This design comes from an exercise in tuning for small area, a short achievable clock period and few clock cycles per item on the open sky130 flow, not from production work.
RTL that was checked went through simulation tests only; none was proved equivalent to the original.
Power and IR drop assume default switching activity.

## JK
==> flow/design.v (excerpt) <==
module radix_string_to_integer_unit (
    input  logic                              i_clk,
    input  logic                              i_rst_n,
    input  logic                              i_valid,
    output logic                              o_ready,
    input  logic [7:0]                        i_ch,
    input  logic                              i_first,
    output logic                              o_valid,
    input  logic                              i_ready,
    output logic signed [rsti_pkg::VAL_W-1:0] o_value,
    input  logic                              i_cfg_we,
    input  logic [1:0]                        i_cfg_idx,
    input  logic [rsti_pkg::VAL_W-1:0]        i_cfg_data
);
For scale: ~2300 cells after synthesis, ~240 flip-flops, ~150 I/O pins, ~20000 µm² of cells after synthesis.
==> module rsti_back, before the edit <==
module rsti_back (
    input  logic                          i_clk,
    input  logic                          i_rst_n,
    input  logic                          i_qvalid,
    input  rsti_pkg::t_tok                i_qtok,
    output logic                          o_qpop,
    input  logic [7:0]                    i_booth,
    input  logic [4:0]                    i_rm1,
    output logic                          o_valid,
    input  logic                          i_ready,
    output logic signed [rsti_pkg::VAL_W-1:0] o_value
);
    localparam int LO_W = rsti_pkg::LO_W;
    localparam int HI_W = rsti_pkg::VAL_W - LO_W;
    rsti_pkg::t_phase               r_phase;
    rsti_pkg::t_phase               n_phase;
    rsti_pkg::t_phase               w_ph;
    logic                           r_par;
    logic                           n_par;
    logic                           w_par;
    logic [LO_W-1:0]                r_lo;
    logic [HI_W-1:0]                r_hi;
    logic [LO_W-1:0]                w_lo_mac;
    logic                           w_lo_c;
    logic [4:0]                     w_lo_ca;
    logic [4:0]                     w_lo_cb;
    logic [4:0]                     w_carry;
    logic [HI_W-1:0]                w_hi_mac;
    logic [5:0]                     w_f;
    logic [LO_W-1:0]                w_lo_ld;
    logic [HI_W-1:0]                w_hi_ld;
    logic [4:0]                     r_ca;
    logic [4:0]                     r_cb;
    logic                           r_c;
    logic                           r_hmac;
    logic                           r_oval;
    logic                           w_run;
    logic                           w_pop;
    logic                           w_pre;
    logic                           w_emit;
    logic                           w_dig;
    logic                           w_rz;
    logic                           w_mac;
    logic                           w_load;
    assign w_run   = !r_oval || i_ready;
    assign w_pop   = i_qvalid && w_run;
    assign o_qpop  = w_run;
    assign o_valid = r_oval;
    assign o_value = {r_hi, r_lo} ^ {rsti_pkg::VAL_W{r_par}};
    always_comb begin
        w_ph   = i_qtok.first ? rsti_pkg::PH_WS : r_phase;
        w_par  = i_qtok.first ? 1'b0 : r_par;
        w_pre  = (w_ph == rsti_pkg::PH_WS) || (w_ph == rsti_pkg::PH_SIGN);
        w_emit = 1'b0;
        w_dig  = 1'b0;
        n_phase = w_ph;
        n_par   = w_par;
        if (w_ph == rsti_pkg::PH_DONE) begin
            n_phase = rsti_pkg::PH_DONE;
        end else if ((w_ph == rsti_pkg::PH_WS) && i_qtok.space) begin
            n_phase = rsti_pkg::PH_WS;
        end else if (w_pre && i_qtok.minus) begin
            n_phase = rsti_pkg::PH_SIGN;
            n_par   = ~w_par;
        end else if (w_pre && i_qtok.plus) begin
            n_phase = rsti_pkg::PH_SIGN;
        end else if (i_qtok.hit) begin
            w_dig   = 1'b1;
            n_phase = rsti_pkg::PH_DIG;
        end else begin
            w_emit  = 1'b1;
            n_phase = rsti_pkg::PH_DONE;
        end
    end
    always_comb begin
        w_rz    = !(i_booth[0] || i_booth[1] || i_booth[3] || i_booth[4] ||
                    i_booth[6] || i_booth[7]);
        w_mac   = w_dig && !i_qtok.first && !w_rz;
        w_load  = i_qtok.first || (w_pre && i_qtok.minus) || (w_dig && w_rz);
        w_f     = 6'(i_qtok.idx) + (r_par ? 6'(i_rm1) : 6'd0);
        if (w_dig) begin
            w_lo_ld = w_par ? {{(LO_W-4){i_qtok.idx == '0}}, i_qtok.idx - 4'd1}
                            : LO_W'(i_qtok.idx);
            w_hi_ld = {HI_W{w_par && (i_qtok.idx == '0)}};
        end else begin
            w_lo_ld = {LO_W{n_par}};
            w_hi_ld = {HI_W{n_par}};
        end
    end
    rsti_mac_lo u_mac_lo (
        .i_v (r_lo),
        .i_b (i_booth),
        .i_f (w_f),
        .o_y (w_lo_mac),
        .o_c (w_lo_c),
        .o_ca (w_lo_ca),
        .o_cb (w_lo_cb)
    );
    assign w_carry = r_ca + r_cb + 5'(r_c);
    rsti_mac_hi u_mac_hi (
        .i_v (r_hi),
        .i_b (i_booth),
        .i_c (w_carry),
        .o_y (w_hi_mac)
    );
    always_ff @(posedge i_clk) begin
        if (w_pop && w_load) begin
            r_lo <= w_lo_ld;
        end else if (w_pop && w_mac) begin
            r_lo <= w_lo_mac;
        end
        if (w_pop && w_mac) begin
            r_ca <= w_lo_ca;
            r_cb <= w_lo_cb;
            r_c  <= w_lo_c;
        end
        if (w_pop && w_load) begin
            r_hi <= w_hi_ld;
        end else if (w_run && r_hmac) begin
            r_hi <= w_hi_mac;
        end
    end
    always_ff @(posedge i_clk) begin
        if (!i_rst_n) begin
            r_phase <= rsti_pkg::PH_DONE;
            r_par   <= 1'b0;
            r_oval  <= 1'b0;
            r_hmac  <= 1'b0;
        end else begin
            if (w_pop && w_emit) begin
                r_oval <= 1'b1;
            end else if (i_ready) begin
                r_oval <= 1'b0;
            end
            if (w_pop) begin
                r_phase <= n_phase;
                r_par   <= n_par;
            end
            if (w_run) begin
                r_hmac <= w_pop && w_mac;
            end
        end
    end
endmodule
make LEC_CHECK=0 CAP_MARGIN=20 CORE_MARGIN=2 CORE_UTILIZATION=40 PLACE_DENSITY=0.6 SETUP_SLACK_MARGIN=2.0 SLEW_MARGIN=20 finish   # period 6.5 ns
run.sh (not shown) runs the stock make flow with config.mk's settings and CLKGATE_MAP_FILE= SYNTH_SCRIPT=/design/flow/synth_recipe.tcl, a recipe that flattens the netlist after the stock synthesis.
JK completed every stage of the flow, and the final layout passed the timing, DRC and antenna checks.
[inputs] MS vs JK
--- a/flow/design.v
+++ b/flow/design.v
@@ -147,10 +147,17 @@
     logic                           w_emit;
     logic                           w_dig;
     logic                           w_rz;
     logic                           w_mac;
     logic                           w_load;
+    logic                           w_lo_load;
+    logic                           w_lo_step;
+    logic                           w_lo_keep;
+    logic                           w_hi_step;
+    logic                           w_hi_keep;
+    logic [LO_W-1:0]                w_lo_next;
+    logic [HI_W-1:0]                w_hi_next;
     assign w_run   = !r_oval || i_ready;
     assign w_pop   = i_qvalid && w_run;
     assign o_qpop  = w_run;
     assign o_valid = r_oval;
     assign o_value = {r_hi, r_lo} ^ {rsti_pkg::VAL_W{r_par}};
@@ -208,26 +215,27 @@
         .i_v (r_hi),
         .i_b (i_booth),
         .i_c (w_carry),
         .o_y (w_hi_mac)
     );
+    always_comb begin
+        w_lo_load = w_pop && w_load;
+        w_lo_step = w_pop && w_mac;
+        w_lo_keep = !(w_lo_load || w_lo_step);
+        w_hi_step = r_hmac && !w_lo_load;
+        w_hi_keep = !(w_lo_load || w_hi_step);
+        w_lo_next = ({LO_W{w_lo_load}} & w_lo_ld) | ({LO_W{w_lo_step}} & w_lo_mac) |
+                    ({LO_W{w_lo_keep}} & r_lo);
+        w_hi_next = ({HI_W{w_lo_load}} & w_hi_ld) | ({HI_W{w_hi_step}} & w_hi_mac) |
+                    ({HI_W{w_hi_keep}} & r_hi);
+    end
     always_ff @(posedge i_clk) begin
-        if (w_pop && w_load) begin
-            r_lo <= w_lo_ld;
-        end else if (w_pop && w_mac) begin
-            r_lo <= w_lo_mac;
-        end
-        if (w_pop && w_mac) begin
-            r_ca <= w_lo_ca;
-            r_cb <= w_lo_cb;
-            r_c  <= w_lo_c;
-        end
-        if (w_pop && w_load) begin
-            r_hi <= w_hi_ld;
-        end else if (w_run && r_hmac) begin
-            r_hi <= w_hi_mac;
-        end
+        r_lo <= w_lo_next;
+        r_hi <= w_hi_next;
+        r_ca <= w_lo_ca;
+        r_cb <= w_lo_cb;
+        r_c  <= w_lo_c;
     end
     always_ff @(posedge i_clk) begin
         if (!i_rst_n) begin
             r_phase <= rsti_pkg::PH_DONE;
             r_par   <= 1'b0;
@@ -241,13 +249,11 @@
             end
             if (w_pop) begin
                 r_phase <= n_phase;
                 r_par   <= n_par;
             end
-            if (w_run) begin
-                r_hmac <= w_pop && w_mac;
-            end
+            r_hmac <= w_pop && w_mac;
         end
     end
 endmodule
 module rsti_mac_lo (
     input  logic [31:0] i_v,
Findings:
MS ended with every stage complete and zero timing, DRC or antenna violations.
Compared with JK, synthesized cell count in MS increased by a few percent.
Number of synthesized flops with an enable pin is higher on JK
Total power improves in MS relative to JK.
Wire length on met3 was lower in the run labelled JK.
Data arrival time of the critical path in MS is 100 ps above JK.
Via count: MS vs JK up about 3.5%
Testbench counts of MS, summed over its fixed seeds: cycles 18,815, items 18,783.
Only the layout flow was run in JK; the RTL was not checked for function there.

-- separate check: timing with driven ports --
How much do the figures lean on ideal ports? The routed layouts below were timed once more, with nothing changed but the port constraints. Step 1 sets driving cells, clkbuf_16 on the clock port and buf_2 on the other inputs (assumed; they add their load-dependent delay and slew). Step 2 times the ports against the registers' clock, not the clock port: input delays grow and output delays shrink by t, the midpoint of the rising clock arrivals with the driver on. a / b / c = ideal ports / drivers / drivers and shift; a / b = the first two.
| run | t, ns | setup WS [ns] | hold WS [ns] | worst setup path after step 2 | cell pins on the clock port's net |
|---|---|---|---|---|---|
| JK | 0.636 | 2.123 / 2.123 / 1.749 | 0.483 / 0.483 / 0.483 | input to register | 1 |
| MS | 0.633 | 2.178 / 2.178 / 1.799 | 0.482 / 0.482 / 0.482 | input to register | 1 |
After both steps setup and hold are still met in every run listed. For MS, which loses most, drivers alone change the setup slack by 0.000 ns; drivers and shift together by -0.379 ns.
